This is an optimization exercise on Yosys and OpenROAD, whose aim is small area, a short achievable clock period and few clock cycles per item, not a production implementation.
The RTL was checked by simulation tests, not by an equivalence proof against the original design.

===== flow/run.sh =====
#!/bin/bash
# synth_recipe.tcl (not shown) runs the flow's synth.tcl, then flattens the netlist and writes it again
# the make line also repeats each setting of config.mk as NAME=value (left out here)
make -C /OpenROAD-flow-scripts/flow DESIGN_CONFIG=/design/flow/config.mk WORK_HOME=/design/flow/orfs CLKGATE_MAP_FILE= SYNTH_SCRIPT=/design/flow/synth_recipe.tcl finish

===== flow/config.mk =====
export PLATFORM = sky130hd
export DESIGN_NAME = rgb_to_hsv_converter
export DESIGN_NICKNAME = rgb_to_hsv_converter
export VERILOG_FILES = /design/flow/design.v
export SDC_FILE = /design/flow/constraint.sdc
export NUM_CORES = 4
export LEC_CHECK = 0
export ABC_AREA = 1
export CAP_MARGIN = 20
export CORE_MARGIN = 2
export CORE_UTILIZATION = 45
export CTS_CLUSTER_DIAMETER = 100
export CTS_CLUSTER_SIZE = 30
export SETUP_SLACK_MARGIN = 4.0
export SLEW_MARGIN = 20

===== flow/design.v =====
`default_nettype none
module rgb_to_hsv_converter (
  input  wire logic        clk_i,
  input  wire logic        rst_ni,
  input  wire logic        in_valid_i,
  output logic             in_stall_o,
  input  wire logic [23:0] in_word_i,
  output logic             out_valid_o,
  input  wire logic        out_stall_i,
  output logic [30:0]      out_word_o
);
  logic adv;
  logic [7:0] x1_r;
  logic [7:0] x1_g;
  logic [7:0] x1_b;
  logic x1_ge_rg;
  logic x1_ge_rb;
  logic x1_ge_gb;
  assign x1_r = in_word_i[23:16];
  assign x1_g = in_word_i[15:8];
  assign x1_b = in_word_i[7:0];
  assign x1_ge_rg = (x1_r >= x1_g);
  assign x1_ge_rb = (x1_r >= x1_b);
  assign x1_ge_gb = (x1_g >= x1_b);
  logic x1_isr;
  logic x1_isg;
  logic [2:0] x1_k;
  logic [7:0] x1_M;
  logic [7:0] x1_mid;
  logic [7:0] x1_mn;
  assign x1_isr = x1_ge_rg & x1_ge_rb;
  assign x1_isg = ~x1_isr & x1_ge_gb;
  always_comb begin
    if (x1_isr) begin x1_M = x1_r; x1_mid = x1_ge_gb ? x1_g : x1_b; x1_k = x1_ge_gb ? 3'd0 : 3'd5; end
    else if (x1_isg) begin x1_M = x1_g; x1_mid = x1_ge_rb ? x1_r : x1_b; x1_k = x1_ge_rb ? 3'd1 : 3'd2; end
    else begin x1_M = x1_b; x1_mid = x1_ge_rg ? x1_r : x1_g; x1_k = x1_ge_rg ? 3'd4 : 3'd3; end
    if (x1_ge_rg) x1_mn = x1_ge_gb ? x1_b : x1_g;
    else x1_mn = x1_ge_rb ? x1_b : x1_r;
  end
  logic [2:0] q1_k;
  logic [7:0] q1_M;
  logic [7:0] q1_mid;
  logic [7:0] q1_mn;
  logic q1_v;
  logic [7:0] x2_mag;
  logic [7:0] x2_D;
  logic [11:0] x2_x;
  assign x2_D = q1_M - q1_mn;
  assign x2_mag = q1_k[0] ? q1_M - q1_mid : q1_mid - q1_mn;
  assign x2_x = {x2_mag, 4'd0} - {4'd0, x2_mag};
  logic [7:0] x2_hr;
  logic [3:0] x2_hn;
  assign x2_hr = x2_x[11:4];
  assign x2_hn = x2_x[3:0];
  logic [2:0] q2_k;
  logic [7:0] q2_M;
  logic [7:0] q2_D;
  logic [7:0] q2_hr;
  logic [3:0] q2_hn;
  logic q2_v;
  logic [8:0] x3_ht;
  logic [8:0] x3_hd;
  logic [7:0] x3_hr;
  assign x3_ht = {q2_hr, q2_hn[3]};
  assign x3_hd = {~(x3_ht >= {1'b0, q2_D}), x3_ht[7:0] - q2_D};
  assign x3_hr = x3_hd[8] ? x3_ht[7:0] : x3_hd[7:0];
  logic x3_hq;
  assign x3_hq = ~x3_hd[8];
  logic [8:0] x4_ht;
  logic [8:0] x4_hd;
  logic [7:0] x4_hr;
  assign x4_ht = {x3_hr, q2_hn[2]};
  assign x4_hd = {~(x4_ht >= {1'b0, q2_D}), x4_ht[7:0] - q2_D};
  assign x4_hr = x4_hd[8] ? x4_ht[7:0] : x4_hd[7:0];
  logic [1:0] x4_hq;
  assign x4_hq = {x3_hq, ~x4_hd[8]};
  logic [2:0] q3_k;
  logic [7:0] q3_M;
  logic [7:0] q3_D;
  logic [7:0] q3_hr;
  logic [3:0] q3_hn;
  logic [1:0] q3_hq;
  logic q3_v;
  logic [7:0] x5_nd;
  assign x5_nd = 8'd0 - q3_D;
  logic [8:0] x5_ht;
  logic [8:0] x5_hd;
  logic [7:0] x5_hr;
  assign x5_ht = {q3_hr, q3_hn[1]};
  assign x5_hd = {~(x5_ht >= {1'b0, q3_D}), x5_ht[7:0] - q3_D};
  assign x5_hr = x5_hd[8] ? x5_ht[7:0] : x5_hd[7:0];
  logic [2:0] x5_hq;
  assign x5_hq = {q3_hq, ~x5_hd[8]};
  logic [8:0] x6_ht;
  logic [8:0] x6_hd;
  logic [7:0] x6_hr;
  assign x6_ht = {x5_hr, q3_hn[0]};
  assign x6_hd = {~(x6_ht >= {1'b0, q3_D}), x6_ht[7:0] - q3_D};
  assign x6_hr = x6_hd[8] ? x6_ht[7:0] : x6_hd[7:0];
  logic [3:0] x6_hq;
  assign x6_hq = {x5_hq, ~x6_hd[8]};
  logic [8:0] x6_st;
  logic [8:0] x6_sd;
  logic [7:0] x6_sr;
  assign x6_st = {~x5_nd, x5_nd[7]};
  assign x6_sd = {~(x6_st >= {1'b0, q3_M}), x6_st[7:0] - q3_M};
  assign x6_sr = x6_sd[8] ? x6_st[7:0] : x6_sd[7:0];
  logic x6_sq;
  assign x6_sq = ~x6_sd[8];
  logic [2:0] q4_k;
  logic [7:0] q4_M;
  logic [7:0] q4_D;
  logic [7:0] q4_hr;
  logic [3:0] q4_hq;
  logic [7:0] q4_nd;
  logic [7:0] q4_sr;
  logic q4_sq;
  logic q4_v;
  logic [8:0] x7_ht;
  logic [8:0] x7_hd;
  logic [7:0] x7_hr;
  assign x7_ht = {q4_hr, (q4_k[0] & ~q4_nd[7])};
  assign x7_hd = {~(x7_ht >= {1'b0, q4_D}), x7_ht[7:0] - q4_D};
  assign x7_hr = x7_hd[8] ? x7_ht[7:0] : x7_hd[7:0];
  logic [4:0] x7_hq;
  assign x7_hq = {q4_hq, ~x7_hd[8]};
  logic [8:0] x7_st;
  logic [8:0] x7_sd;
  logic [7:0] x7_sr;
  assign x7_st = {q4_sr, q4_nd[6]};
  assign x7_sd = {~(x7_st >= {1'b0, q4_M}), x7_st[7:0] - q4_M};
  assign x7_sr = x7_sd[8] ? x7_st[7:0] : x7_sd[7:0];
  logic [1:0] x7_sq;
  assign x7_sq = {q4_sq, ~x7_sd[8]};
  logic [8:0] x8_ht;
  logic [8:0] x8_hd;
  logic [7:0] x8_hr;
  assign x8_ht = {x7_hr, (q4_k[0] & ~q4_nd[6])};
  assign x8_hd = {~(x8_ht >= {1'b0, q4_D}), x8_ht[7:0] - q4_D};
  assign x8_hr = x8_hd[8] ? x8_ht[7:0] : x8_hd[7:0];
  logic [5:0] x8_hq;
  assign x8_hq = {x7_hq, ~x8_hd[8]};
  logic [8:0] x8_st;
  logic [8:0] x8_sd;
  logic [7:0] x8_sr;
  assign x8_st = {x7_sr, q4_nd[5]};
  assign x8_sd = {~(x8_st >= {1'b0, q4_M}), x8_st[7:0] - q4_M};
  assign x8_sr = x8_sd[8] ? x8_st[7:0] : x8_sd[7:0];
  logic [2:0] x8_sq;
  assign x8_sq = {x7_sq, ~x8_sd[8]};
  logic [2:0] q5_k;
  logic [7:0] q5_M;
  logic [7:0] q5_D;
  logic [7:0] q5_hr;
  logic [5:0] q5_hq;
  logic [7:0] q5_nd;
  logic [7:0] q5_sr;
  logic [2:0] q5_sq;
  logic q5_v;
  logic [8:0] x9_ht;
  logic [8:0] x9_hd;
  logic [7:0] x9_hr;
  assign x9_ht = {q5_hr, (q5_k[0] & ~q5_nd[5])};
  assign x9_hd = {~(x9_ht >= {1'b0, q5_D}), x9_ht[7:0] - q5_D};
  assign x9_hr = x9_hd[8] ? x9_ht[7:0] : x9_hd[7:0];
  logic [6:0] x9_hq;
  assign x9_hq = {q5_hq, ~x9_hd[8]};
  logic [8:0] x9_st;
  logic [8:0] x9_sd;
  logic [7:0] x9_sr;
  assign x9_st = {q5_sr, q5_nd[4]};
  assign x9_sd = {~(x9_st >= {1'b0, q5_M}), x9_st[7:0] - q5_M};
  assign x9_sr = x9_sd[8] ? x9_st[7:0] : x9_sd[7:0];
  logic [3:0] x9_sq;
  assign x9_sq = {q5_sq, ~x9_sd[8]};
  logic [8:0] x10_ht;
  logic [8:0] x10_hd;
  logic [7:0] x10_hr;
  assign x10_ht = {x9_hr, (q5_k[0] & ~q5_nd[4])};
  assign x10_hd = {~(x10_ht >= {1'b0, q5_D}), x10_ht[7:0] - q5_D};
  assign x10_hr = x10_hd[8] ? x10_ht[7:0] : x10_hd[7:0];
  logic [7:0] x10_hq;
  assign x10_hq = {x9_hq, ~x10_hd[8]};
  logic [8:0] x10_st;
  logic [8:0] x10_sd;
  logic [7:0] x10_sr;
  assign x10_st = {x9_sr, q5_nd[3]};
  assign x10_sd = {~(x10_st >= {1'b0, q5_M}), x10_st[7:0] - q5_M};
  assign x10_sr = x10_sd[8] ? x10_st[7:0] : x10_sd[7:0];
  logic [4:0] x10_sq;
  assign x10_sq = {x9_sq, ~x10_sd[8]};
  logic [2:0] q6_k;
  logic [7:0] q6_M;
  logic [7:0] q6_D;
  logic [7:0] q6_hr;
  logic [7:0] q6_hq;
  logic [7:0] q6_nd;
  logic [7:0] q6_sr;
  logic [4:0] q6_sq;
  logic q6_v;
  logic [8:0] x11_ht;
  logic [8:0] x11_hd;
  logic [7:0] x11_hr;
  assign x11_ht = {q6_hr, (q6_k[0] & ~q6_nd[3])};
  assign x11_hd = {~(x11_ht >= {1'b0, q6_D}), x11_ht[7:0] - q6_D};
  assign x11_hr = x11_hd[8] ? x11_ht[7:0] : x11_hd[7:0];
  logic [8:0] x11_hq;
  assign x11_hq = {q6_hq, ~x11_hd[8]};
  logic [8:0] x11_st;
  logic [8:0] x11_sd;
  logic [7:0] x11_sr;
  assign x11_st = {q6_sr, q6_nd[2]};
  assign x11_sd = {~(x11_st >= {1'b0, q6_M}), x11_st[7:0] - q6_M};
  assign x11_sr = x11_sd[8] ? x11_st[7:0] : x11_sd[7:0];
  logic [5:0] x11_sq;
  assign x11_sq = {q6_sq, ~x11_sd[8]};
  logic [8:0] x12_ht;
  logic [8:0] x12_hd;
  logic [7:0] x12_hr;
  assign x12_ht = {x11_hr, (q6_k[0] & ~q6_nd[2])};
  assign x12_hd = {~(x12_ht >= {1'b0, q6_D}), x12_ht[7:0] - q6_D};
  assign x12_hr = x12_hd[8] ? x12_ht[7:0] : x12_hd[7:0];
  logic [9:0] x12_hq;
  assign x12_hq = {x11_hq, ~x12_hd[8]};
  logic [8:0] x12_st;
  logic [8:0] x12_sd;
  logic [7:0] x12_sr;
  assign x12_st = {x11_sr, q6_nd[1]};
  assign x12_sd = {~(x12_st >= {1'b0, q6_M}), x12_st[7:0] - q6_M};
  assign x12_sr = x12_sd[8] ? x12_st[7:0] : x12_sd[7:0];
  logic [6:0] x12_sq;
  assign x12_sq = {x11_sq, ~x12_sd[8]};
  logic [2:0] q7_k;
  logic [7:0] q7_M;
  logic [7:0] q7_D;
  logic [7:0] q7_hr;
  logic [9:0] q7_hq;
  logic [7:0] q7_nd;
  logic [7:0] q7_sr;
  logic [6:0] q7_sq;
  logic q7_v;
  logic [8:0] x13_ht;
  logic [8:0] x13_hd;
  logic [7:0] x13_hr;
  assign x13_ht = {q7_hr, (q7_k[0] & ~q7_nd[1])};
  assign x13_hd = {~(x13_ht >= {1'b0, q7_D}), x13_ht[7:0] - q7_D};
  assign x13_hr = x13_hd[8] ? x13_ht[7:0] : x13_hd[7:0];
  logic [10:0] x13_hq;
  assign x13_hq = {q7_hq, ~x13_hd[8]};
  logic [8:0] x13_st;
  logic [8:0] x13_sd;
  logic [7:0] x13_sr;
  assign x13_st = {q7_sr, q7_nd[0]};
  assign x13_sd = {~(x13_st >= {1'b0, q7_M}), x13_st[7:0] - q7_M};
  assign x13_sr = x13_sd[8] ? x13_st[7:0] : x13_sd[7:0];
  logic [7:0] x13_sq;
  assign x13_sq = {q7_sq, ~x13_sd[8]};
  logic [8:0] x14_ht;
  logic [8:0] x14_hd;
  logic [7:0] x14_hr;
  assign x14_ht = {x13_hr, (q7_k[0] & ~q7_nd[0])};
  assign x14_hd = {~(x14_ht >= {1'b0, q7_D}), x14_ht[7:0] - q7_D};
  assign x14_hr = x14_hd[8] ? x14_ht[7:0] : x14_hd[7:0];
  logic [11:0] x14_hq;
  assign x14_hq = {x13_hq, ~x14_hd[8]};
  logic x14_grey;
  assign x14_grey = (q7_D == 8'd0);
  logic [6:0] x14_hh;
  assign x14_hh = {q7_k, 4'd0} - {4'd0, q7_k} + {3'd0, x14_hq[11:8]};
  logic [7:0] q8_M;
  logic [7:0] q8_sq;
  logic q8_grey;
  logic [6:0] q8_hh;
  logic [7:0] q8_hq8;
  logic q8_v;
  logic [30:0] x15_word;
  assign x15_word = q8_grey ? {23'd0, q8_M} : {q8_hh, q8_hq8, q8_sq, q8_M};
  assign adv        = ~(out_valid_o & out_stall_i);
  assign in_stall_o = ~adv;
  always_ff @(posedge clk_i or negedge rst_ni) begin
    if (!rst_ni) begin
      q1_v <= 1'b0;
      q2_v <= 1'b0;
      q3_v <= 1'b0;
      q4_v <= 1'b0;
      q5_v <= 1'b0;
      q6_v <= 1'b0;
      q7_v <= 1'b0;
      q8_v <= 1'b0;
    end else if (adv) begin
      q1_v <= in_valid_i;
      q2_v <= q1_v;
      q3_v <= q2_v;
      q4_v <= q3_v;
      q5_v <= q4_v;
      q6_v <= q5_v;
      q7_v <= q6_v;
      q8_v <= q7_v;
    end
  end
  always_ff @(posedge clk_i) begin
    if (adv) begin
      q1_k <= x1_k;
      q1_M <= x1_M;
      q1_mid <= x1_mid;
      q1_mn <= x1_mn;
      q2_k <= q1_k;
      q2_M <= q1_M;
      q2_D <= x2_D;
      q2_hr <= x2_hr;
      q2_hn <= x2_hn;
      q3_k <= q2_k;
      q3_M <= q2_M;
      q3_D <= q2_D;
      q3_hr <= x4_hr;
      q3_hn <= q2_hn;
      q3_hq <= x4_hq;
      q4_k <= q3_k;
      q4_M <= q3_M;
      q4_D <= q3_D;
      q4_hr <= x6_hr;
      q4_hq <= x6_hq;
      q4_nd <= x5_nd;
      q4_sr <= x6_sr;
      q4_sq <= x6_sq;
      q5_k <= q4_k;
      q5_M <= q4_M;
      q5_D <= q4_D;
      q5_hr <= x8_hr;
      q5_hq <= x8_hq;
      q5_nd <= q4_nd;
      q5_sr <= x8_sr;
      q5_sq <= x8_sq;
      q6_k <= q5_k;
      q6_M <= q5_M;
      q6_D <= q5_D;
      q6_hr <= x10_hr;
      q6_hq <= x10_hq;
      q6_nd <= q5_nd;
      q6_sr <= x10_sr;
      q6_sq <= x10_sq;
      q7_k <= q6_k;
      q7_M <= q6_M;
      q7_D <= q6_D;
      q7_hr <= x12_hr;
      q7_hq <= x12_hq;
      q7_nd <= q6_nd;
      q7_sr <= x12_sr;
      q7_sq <= x12_sq;
      q8_M <= q7_M;
      q8_sq <= x13_sq;
      q8_grey <= x14_grey;
      q8_hh <= x14_hh;
      q8_hq8 <= x14_hq[7:0];
    end
  end
  assign out_valid_o = q8_v;
  assign out_word_o  = x15_word;
endmodule
`default_nettype wire

===== flow/constraint.sdc =====
create_clock -name core_clock -period 7.5 [get_ports {clk_i}]
set_input_delay 1.5000 -clock core_clock [delete_from_list [all_inputs] [get_ports {clk_i}]]
set_output_delay 1.5000 -clock core_clock [all_outputs]
set_load 0.01 [all_outputs]

==> results of run 1 <==
==> cell families (layout without fill, tap and decap cells) <==
| logic type | after synthesis | in the layout |
|---|---|---|
| AO/OA/AOI/OAI | 302 | 303 |
| buffers and inverters | 392 | 537 |
| XOR/XNOR | 113 | 113 |
| AND/OR/NAND/NOR | 1088 | 1095 |
| adder cells (fa/ha/maj) | 235 | 235 |
| flip-flops | 329 | 329 |
==> worst min path at each step <==
| stage | slack [ns] | end | cells past startpoint |
|---|---|---|---|
| global route | 0.43 | q8_hq8[3]$_DFFE_PN_ | 0 |
| floorplan | 0.40 | q2_k[1]$_DFFE_PN_ | 0 |
| CTS | 0.43 | q7_sq[6]$_DFFE_PN_ | 0 |
| finish | 0.42 | q7_sq[6]$_DFFE_PN_ | 0 |
| detailed placement | 0.40 | q3_M[7]$_DFFE_PN_ | 0 |
| global placement | 0.40 | q2_k[2]$_DFFE_PN_ | 0 |
==> per-layer routing <==
layer  share of wire [%]  up-vias  track usage [%]
met5                   0        -                0
met4                 2.5        0            4.457
met3                 2.5       77            1.887
met2                  52      227            35.30
met1                  43     7683            22.67
li1                    -     8595                -
==> repair_timing <==
action	in CTS	in global routing
pin swaps	4	28
endpoints found under the setup margin	182	115
gates cloned	2	6
gates resized for setup	31	109
buffers inserted	12	58
==> metrics by stage <==
step           area [µm²]  worst slack [ns]  hold WS, ns
2_1_floorplan       22230             4.114       0.4003
3_3_place_gp        23560             2.780       0.4006
3_5_place_dp        23560             2.733       0.4045
4_1_cts             24340             3.965       0.4256
5_1_grt             25250             3.956       0.4327
6_report            25250             4.051       0.4190
==> synthesized netlist by cell type, types with 3 or more instances <==
| library cell | count |
|---|---|
| a21o_1 | 16 |
| a21oi_1 | 145 |
| a31oi_1 | 10 |
| buf_2 | 6 |
| buf_6 | 6 |
| clkbuf_1 | 3 |
| dfrtp_1 | 8 |
| edfxtp_1 | 321 |
| fa_1 | 22 |
| ha_1 | 213 |
| inv_1 | 360 |
| inv_2 | 12 |
| nand2_1 | 576 |
| nand2_2 | 21 |
| nand2_4 | 10 |
| nand3_1 | 162 |
| nand3_2 | 7 |
| nand3_4 | 8 |
| nand3b_1 | 6 |
| nand4_1 | 66 |
| nand4_2 | 4 |
| nor2_1 | 172 |
| nor2_2 | 6 |
| nor2_4 | 8 |
| nor3_1 | 13 |
| nor3_2 | 3 |
| o211ai_1 | 7 |
| o21a_1 | 6 |
| o21ai_0 | 78 |
| o21ai_1 | 22 |
| o21ai_2 | 8 |
| o21bai_1 | 3 |
| or2_2 | 8 |
| xnor2_1 | 29 |
| xor2_1 | 83 |
==> worst max-delay path, stage by stage (launching register included) <==
cell,delay (ns)
edfxtp_1,0.46
buf_4,0.18
nor2_2,0.19
clkdlybuf4s50_1,0.57
==> cell type report <==
type	instances	area [µm²]
multi-input cells	1746	11400
inverters	375	1435
clock inverters	10	152.6
flip-flops and latches	329	9839
fillers	4491	23600
repair buffers	134	1159
well taps	664	830.8
clock buffers	18	429.2
==> summary.txt, run 1 <==
Critical path
  • Data arrival time of the critical path: slightly below 2 ns
  • Worst r2r src: q4_D[2]$_DFFE_PN_
  • FF-to-FF End: q5_hr[4]$_DFFE_PN_
  • Crit path capture: out_word_o[23]
  • Startpoint Class: flip-flop
  • Setup crit start: q8_grey$_DFFE_PN_
  • Required time worst endpoint: approximately 6.0 ns
  • Reg2Reg Depth: 19
  • R2R setup slack: 4.17 ns
  • CP Max Fanout: 3
  • Setup crit end kind: output pin
  • Crit Path Class: flip-flop to output pin

STA
  • RSZ-0062 raised after global routing: yes
  • Fmax: a little under 0.3 GHz
  • Final setup violation count: 0
  • Fin Setup TNS: 0 ns
  • Fin. Hold Viols: 0
  • Slew headroom: between 30% and 40%
  • Minimum clock period: ~3.4 ns
  • Clock Skews: between 0.03 and 0.04 ns
  • Actual slew at the worst max-slew pin: about 0.94 ns
  • Period utilisation layout: 45.99%
  • Slew Limit Fails: 0

Run
  • MaxCap Viol Count: 0

CTS
  • Clock latency on the worst-skew pair: around 0.55 ns
  • CTS Sinks: 329
  • Root buffer cell: clkbuf_16
  • Cts hold-fix bufs: 0
  • Clk buf depth: 3
  • TritonCTS clock tree: built
  • Htree depth: 1
  • CTS buffer count: 17
  • Clk pin slew, worst setup/hold paths: approximately 0.11 ns

Yosys
  • Syn. warnings: 1
  • Post-synthesis mux area share: 0%
  • Main flop type after synthesis: edfxtp_1
  • #FFs+latches synth: 329
  • Post-synthesis sequential area ratio: 44.28%
  • Largest family of logic cells by synthesized area: simple AND/OR/NAND/NOR gates
  • Post-Syn Instances: 2,459
  • Synth top area share: between 40% and 50%
  • Asr flop ratio synth: between 2 and 2.5%
  • Post-Synth Adder-Cell Area: 13.98%
  • Post-synthesis compound-gate area fraction: between 7 and 8%
  • Syn Area/Cell: 9.036 µm²
  • Post-synthesis simple-gate area fraction: 22.79%
  • Synth area leader: edfxtp_1
  • Synth Cell Area: between 20,000 and 25,000 µm²
  • EDFF count, synth: approximately 320
  • Xor/xnor share of the synthesized area: 4.488%
  • Yosys cell types: 60
  • Top post-synthesis cells by area: edfxtp_1 43%, ha_1 12%, nand2_1 9.7%
  • Synthesized Nets: 2,722

Floorplanning
  • Die Ht: between 200 and 250 µm
  • Die ar.: about 51,000 µm²
  • Initial core utilization: a little under half
  • Chip width: approximately 230 µm
  • Core area: about 50,000 µm²
  • IO Pins: 61
  • Row count: between 80 and 90

Detailed routing
  • WL/cell: ~15 µm
  • DR vias: between 15,000 and 20,000
  • DR vias/cell: roughly 5.1
  • DRT Pass-1 Iters: 6
  • DRT iter0 DRCs: between 800 and 900
  • Final routed DRC violation total: 0
  • Detail Route Antenna Nets: 0
  • Post-Route WL: between 40,000 and 50,000 µm

Outcome
  • Status: finished clean

Final layout
  • Most flops, register: q7_hq
  • Finished Core Util: about half
  • Most frequent cells in the layout: 563 x nand2_1, 344 x inv_1, 321 x edfxtp_1, 191 x ha_1, 163 x nor2_1
  • Fin cells: between 3,000 and 4,000
  • Layout cells sized above 1: a little under an eighth
  • Area Overhead vs Synth: 13.63%
  • Diodes inserted: 0
  • Layout Nets: 2,866
  • Commonest non-fill, non-tap cell in the layout: nand2_1
  • Max FFs per register: 10

Place
  • Placer Congestion: about 0.9
  • Placed insts: 3,170
  • DPL Wire Length: 36,350 µm
  • IO Port Bufs: 60

Global route
  • Antenna violations before repair: 0
  • Remaining Overflow, GRT: 0
  • Largest net degree at the start of global routing: 77
  • Vias in the first global route: 16,130
  • First-pass GRT wire length: approximately 80,000 µm
  • Total track usage: about a fifth

Min path
  • Worst Hold Launch: q6_sq[4]$_DFFE_PN_
  • Worst hold path class: flip-flop to flip-flop
Testbench counts, summed over its fixed seeds: cycles 24,064, pixels 24,000.
==> inputs of run 2 (changes only) <==
--- a/flow/config.mk
+++ b/flow/config.mk
@@ -8,7 +8,7 @@
 export ABC_AREA = 1
 export CAP_MARGIN = 20
 export CORE_MARGIN = 2
-export CORE_UTILIZATION = 45
+export CORE_UTILIZATION = 50
 export CTS_CLUSTER_DIAMETER = 100
 export CTS_CLUSTER_SIZE = 30
 export SETUP_SLACK_MARGIN = 4.0
==> run 2 against run 1 <==
Still clean on timing, DRC and antenna. Global-route usage increased by 1.4 points. Setup slack improved by 0.024 ns. First-iteration DRC count increased by 7.5%. Die area decreased by 9.8%. Sequential cell count unchanged. Area after synthesis unchanged.
==> summary.txt, run 2 <==
Outcome
  • Status: finished clean

Yosys
  • Synth Cell Area: 22,220 µm²
  • Syn. warnings: 1
  • Asr flop ratio synth: 2.432%
  • Post-Syn Instances: around 2,500
  • Most frequent cells after synthesis: 576 x nand2_1, 360 x inv_1, 321 x edfxtp_1
  • Syn Area/Cell: 9.036 µm²
  • Main flop type after synthesis: edfxtp_1
  • Post-synthesis sequential area ratio: between 40% and 50%
  • Synthesized Nets: roughly 2,700
  • Yosys cell types: 60
  • #FFs+latches synth: ~330
  • Synth top area share: ~43%
  • EDFF count, synth: between 300 and 400
  • Top-count cell post-synth: nand2_1
  • Synth area leader: edfxtp_1
  • Top post-synthesis cells by area: edfxtp_1 43%, ha_1 12%, nand2_1 9.7%

Run
  • MaxCap Viol Count: 0

Final layout
  • Most flops, register: q7_hq
  • FILL cells: about 3,900
  • Most frequent cells in the layout: 562 x nand2_1, 344 x inv_1, 321 x edfxtp_1, 195 x ha_1, 164 x nor2_1
  • Area of the multi-input gates: around 11,000 µm²
  • Layout Nets: roughly 2,900
  • Commonest non-fill, non-tap cell in the layout: nand2_1
  • Diodes inserted: 0
  • Max FFs per register: 10
  • Layout cells sized above 1: a little under an eighth
  • Finished Core Util: a little under three fifths
  • Reg area: about 10000 µm²
  • Fin cells: 3,196
  • Area Overhead vs Synth: 12.93%

STA
  • Fmax: roughly 0.29 GHz
  • Slew Limit Fails: 0
  • Fin Setup TNS: 0 ns
  • Fin. Hold Viols: 0
  • Final setup violation count: 0
  • Hold Slack: 0.4185 ns
  • Minimum clock period: 3.426 ns
  • Clock Skews: roughly 0.013 ns
  • RSZ-0062 raised after global routing: yes
  • Slew headroom: 33.68%
  • Actual slew at the worst max-slew pin: 0.9949 ns
  • Period utilisation layout: a little under half
  • Fin worst setup slack: 4.074 ns

Place
  • DP Worst Slack: 2.731 ns
  • Placer Congestion: between 0.9 and 1
  • IO Port Bufs: 60
  • DPL Wire Length: between 30,000 and 40,000 µm
  • Placed insts: ~3,100

Critical path
  • Data arrival time of the critical path: 1.93 ns
  • Max incr delay on CP: ~0.13 ns
  • Crit-path leading delay family: buffers and inverters
  • Crit Path Class: primary input to output pin
  • Crit path buf inv count: 3
  • CP max-delay cell: buf_6
  • Required time worst endpoint: about 6.0 ns
  • Worst path cell trace: buf_6, nand2_8, clkinvlp_4, clkbuf_2
  • Startpoint Class: primary input
  • CP Max Fanout: 3
  • Setup crit end kind: output pin

Min path
  • Worst hold path class: flip-flop to flip-flop

CTS
  • Root buffer cell: clkbuf_16
  • Htree depth: 1
  • Clk pin slew, worst setup/hold paths: between 0.1 and 0.15 ns
  • CTS buffer count: 16
  • Clk buf depth: 3
  • Clock latency on the worst-skew pair: around 0.53 ns
  • CTS Sinks: about 330
  • TritonCTS clock tree: built

Floorplanning
  • Die Ht: about 210 µm
  • Initial core utilization: between 50% and 60%
  • Chip width: 214.8 µm
  • Row count: 77
  • IO Pins: between 60 and 70
  • Die ar.: about 46,000 µm²
  • Core area: approximately 44,000 µm²

Detailed routing
  • DR vias: ~17,000
  • DR vias/cell: between 5 and 6
  • DRT iter0 DRCs: around 860
  • Final routed DRC violation total: 0
  • Detail Route Antenna Nets: 0
  • Post-Route WL: about 47,000 µm
  • DRT Pass-1 Iters: 5
  • WL/cell: 14.81 µm

Global route
  • Total track usage: around a fifth
  • First-pass GRT wire length: between 70,000 and 80,000 µm
  • Remaining Overflow, GRT: 0
  • Largest net degree at the start of global routing: 83
  • Antenna violations before repair: 0
  • Vias in the first global route: 15,960
run 2: logic make-up after synthesis:
logic type	after synthesis	share of synthesized area [%]
xor+xnor	113	4.488
buf+inv	392	6.949
fa+ha+maj	235	13.98
compound gates	302	7.512
flops	329	44.28
simple gates	1088	22.79
run 2: worst paths after layout:
check,cells past startpoint,slack [ns],from,to
worst min-delay path,0,0.42,q6_hq[0]$_DFFE_PN_,q7_hq[2]$_DFFE_PN_
max in group asynchronous,1,6.02,rst_ni,q4_v$_DFFE_PN0N_
min in group asynchronous,1,1.23,rst_ni,q1_v$_DFFE_PN0N_
worst max register to register,21,4.17,q5_k[0]$_DFFE_PN_,q6_hr[1]$_DFFE_PN_
worst max-delay path,4,4.07,out_stall_i,in_stall_o
worst min register to register,0,0.42,q6_hq[0]$_DFFE_PN_,q7_hq[2]$_DFFE_PN_
run 2: final cells by class:
type	count	area share (%)
clock buffer	20	1.780
timing repair buffer	129	4.557
clock inverter	6	0.2942
sequential	329	39.21
multi-input combinational	1745	45.48
tap	592	2.952
inverter	375	5.724
run 2: layer usage:
metal	global-route usage, %	vias up	part of all wire (%)
met2	38.24	301	52
li1	-	8561	-
met5	0	-	0
met4	4.954	0	2.3
met1	24.07	7693	43
met3	2.010	72	3.2
run 2: what timing repair did:
item                       in CTS  in global routing
setup buffers                  11                 54
gates cloned                    3                  4
hold buffers                    0                  0
gates resized for setup        32                106
pin swaps                       6                 33
setup endpoints to repair     238                 95
run 2: metrics by stage:
step,cell area (µm²)
6_report,25090
5_1_grt,25090
4_1_cts,24210
3_5_place_dp,23470
3_3_place_gp,23470
2_1_floorplan,22230
==> inputs of run 3 (changes only) <==
--- a/flow/config.mk
+++ b/flow/config.mk
@@ -11,5 +11,5 @@
 export CORE_UTILIZATION = 50
 export CTS_CLUSTER_DIAMETER = 100
 export CTS_CLUSTER_SIZE = 30
-export SETUP_SLACK_MARGIN = 4.0
+export SETUP_SLACK_MARGIN = 3.9
 export SLEW_MARGIN = 20
==> run 3 against run 2 <==
Still clean. Fmax fell by 1.1%. First-iteration DRC count fell by 4.8%. Die area did not move. Setup slack got worse by 0.040 ns. Sequential share of layout area rose by 0.70 points. Critical path depth did not move. Core utilization fell by 1.0 points. Critical path type unchanged. Critical endpoint unchanged. Largest cell class unchanged.
==> summary.txt, run 3 <==
Place
  • Placed insts: around 3,100
  • IO Port Bufs: 60
  • DPL Wire Length: 35,920 µm
  • Placer Congestion: roughly 0.9

Yosys
  • Synth area leader: edfxtp_1
  • EDFF count, synth: about 320
  • Yosys cell types: 60
  • Asr flop ratio synth: 2.432%
  • Synth Cell Area: 22,220 µm²
  • Synth top area share: a little over two fifths
  • Synthesized Nets: 2,722
  • #FFs+latches synth: ~330
  • Main flop type after synthesis: edfxtp_1
  • Top post-synthesis cells by area: edfxtp_1 43%, ha_1 12%, nand2_1 9.7%
  • Post-Syn Instances: 2,459
  • Top-count cell post-synth: nand2_1
  • Syn. warnings: 1
  • Post-synthesis sequential area ratio: 44.28%
  • Syn Area/Cell: 9.036 µm²
  • Most frequent cells after synthesis: 576 x nand2_1, 360 x inv_1, 321 x edfxtp_1

Global route
  • Largest net degree at the start of global routing: between 80 and 90
  • Remaining Overflow, GRT: 0
  • Vias in the first global route: 15,930
  • Total track usage: around 20%
  • First-pass GRT wire length: between 70,000 and 80,000 µm
  • Antenna violations before repair: 0

Critical path
  • Data arrival time of the critical path: about 2.0 ns
  • Max incr delay on CP: about 0.17 ns
  • Worst path cell trace: buf_6, nand2_8, clkinvlp_4, dlymetal6s2s_1
  • Startpoint Class: primary input
  • CP Max Fanout: 3
  • Required time worst endpoint: ~6 ns
  • CP max-delay cell: dlymetal6s2s_1
  • Crit-path leading delay family: buffers and inverters
  • Crit path buf inv count: 3
  • Crit Path Class: primary input to output pin
  • Setup crit end kind: output pin

Detailed routing
  • Final routed DRC violation total: 0
  • Post-Route WL: ~47,000 µm
  • DRT Pass-1 Iters: 5
  • DR vias/cell: slightly above 5
  • Detail Route Antenna Nets: 0
  • WL/cell: around 15 µm
  • DRT iter0 DRCs: ~800
  • DR vias: 16,450

Final layout
  • Most frequent cells in the layout: 566 x nand2_1, 349 x inv_1, 321 x edfxtp_1, 203 x ha_1, 166 x nor2_1
  • Most flops, register: q7_hq
  • Diodes inserted: 0
  • Commonest non-fill, non-tap cell in the layout: nand2_1
  • FILL cells: between 3,000 and 4,000
  • Area Overhead vs Synth: 10.95%
  • Layout cells sized above 1: a little under a tenth
  • Layout Nets: around 2,800
  • Max FFs per register: 10
  • Fin cells: roughly 3,200

Run
  • MaxCap Viol Count: 0

STA
  • Slew Limit Fails: 0
  • Period utilisation layout: 46.21%
  • Fmax: just under 0.3 GHz
  • Minimum clock period: 3.466 ns
  • Clock Skews: roughly 0.013 ns
  • Slew headroom: between 30 and 40%
  • RSZ-0062 raised after global routing: yes
  • Fin. Hold Viols: 0
  • Final setup violation count: 0
  • Actual slew at the worst max-slew pin: ~0.99 ns
  • Fin Setup TNS: 0 ns

CTS
  • Clock latency on the worst-skew pair: between 0.5 and 0.6 ns
  • CTS buffer count: 16
  • TritonCTS clock tree: built
  • Root buffer cell: clkbuf_16
  • Htree depth: 1
  • Clk pin slew, worst setup/hold paths: ~0.11 ns
  • Clk buf depth: 3
  • CTS Sinks: ~330

Outcome
  • Status: finished clean

Floorplanning
  • Die ar.: approximately 46,000 µm²
  • Die Ht: around 210 µm
  • Row count: 77
  • IO Pins: 61
  • Chip width: ~210 µm
  • Initial core utilization: between 50% and 60%
  • Core area: roughly 44,000 µm²

Min path
  • Worst hold path class: flip-flop to flip-flop
==> run 3: cell counts after synthesis <==
No cell type changed its count.
==> run 3: repair_timing <==
| action | CTS | global route |
|---|---|---|
| buffers inserted | 10 | 27 |
| setup endpoints to repair | 201 | 149 |
| gates cloned | 2 | 4 |
| pin swaps | 4 | 19 |
| gates resized for setup | 20 | 66 |
| hold buffers | 0 | 0 |
==> run 3: per-stage QoR <==
step	hold slack (ns)	utilization [%]	setup slack [ns]	cell area, µm²
2_1_floorplan	0.4003	-	4.114	22230
3_3_place_gp	0.4008	53.30	2.761	23470
3_5_place_dp	0.4045	53.30	2.731	23470
4_1_cts	0.4252	54.85	3.635	24150
5_1_grt	0.4356	55.99	3.845	24650
6_report	0.4200	55.99	4.034	24650
==> run 3: worst reg2reg max path: stages, from the launching register on <==
cell      delay [ns]
edfxtp_1        0.40
inv_1           0.08
ha_1            0.37
a21o_1          0.22
nand2_1         0.06
nand2_1         0.05
nor2_2          0.17
nand2_4         0.11
inv_2           0.16
nand2_1         0.07
nand2_1         0.09
ha_2            0.32
a21oi_1         0.19
nand2_1         0.13
nand4_1         0.09
nand3_1         0.16
nand2_4         0.14
nand4_4         0.17
nand2_1         0.11
nand2_1         0.06
==> run 3: cell families (layout without fill, tap and decap cells) <==
family | after synthesis | count (layout) | share of synthesized area (%)
AND/OR/NAND/NOR | 1088 | 1093 | 22.79
buffers and inverters | 392 | 502 | 6.949
flip-flops | 329 | 329 | 44.28
AO/OA/AOI/OAI | 302 | 303 | 7.512
adder cells (fa/ha/maj) | 235 | 235 | 13.98
XOR/XNOR | 113 | 113 | 4.488
==> run 3: cell type report <==
class	instances	area, µm²	area share, %
Inverter	375	1429	5.796
Clock inverter	6	73.82	0.2994
Sequential cell	329	9839	39.91
Clock buffer	20	446.7	1.812
Multi-Input combinational cell	1744	11180	45.37
Timing Repair Buffer	101	938.4	3.807
Tap cell	592	740.7	3.005
==> run 3: routing by layer <==
layer | GRT usage, % | routed length (µm)
met3 | 1.982 | 1513
met4 | 4.838 | 971
met5 | 0 | 0
met1 | 24.03 | 19830
met2 | 38.03 | 24180
==> run 3: path summary, 6_finish.rpt <==
path                                     from                 end  slack (ns)  cells past startpoint
max in group asynchronous              rst_ni    q4_v$_DFFE_PN0N_        6.02                      1
setup reg to reg            q4_D[6]$_DFFE_PN_  q5_hr[3]$_DFFE_PN_        4.13                     19
hold reg to reg            q6_hq[0]$_DFFE_PN_  q7_hq[2]$_DFFE_PN_        0.42                      0
min in group asynchronous              rst_ni    q1_v$_DFFE_PN0N_        1.23                      1
setup / recovery                  out_stall_i          in_stall_o        4.03                      4
hold / removal             q6_hq[0]$_DFFE_PN_  q7_hq[2]$_DFFE_PN_        0.42                      0

static timing again, ports no longer ideal:
No port has a modelled driver above. Below, the same layouts with a new extraction and two added sets of constraints. Step 1 assumes that a clkbuf_16 drives the clock port and a buf_2 every other input. Step 2 adds t to the input delays and takes it off the output delays; t is the mean of the earliest and latest rising clock arrival at the registers after step 1. Input paths then give back, and output paths get back, about the clock's delay inside the block. a / b / c = ideal / step 1 / step 2; a / b = the first two.
run	shift t [ns]	setup slack, ns	worst setup path at the end	latest minus earliest clock arrival (ns)	worst register clock-pin slew, ns
run 1	0.587	4.051 / 3.996 / 3.505	input to register	0.033 / 0.033	0.11 / 0.11
run 2	0.581	4.074 / 4.038 / 3.584	input to register	0.016 / 0.016	0.11 / 0.11
run 3	0.580	4.034 / 4.002 / 3.489	input to register	0.014 / 0.014	0.11 / 0.11
After both steps setup and hold are still met in every run listed. The setup slack of run 1, which loses most, moves by -0.055 ns with the drivers and by -0.546 ns with both steps.
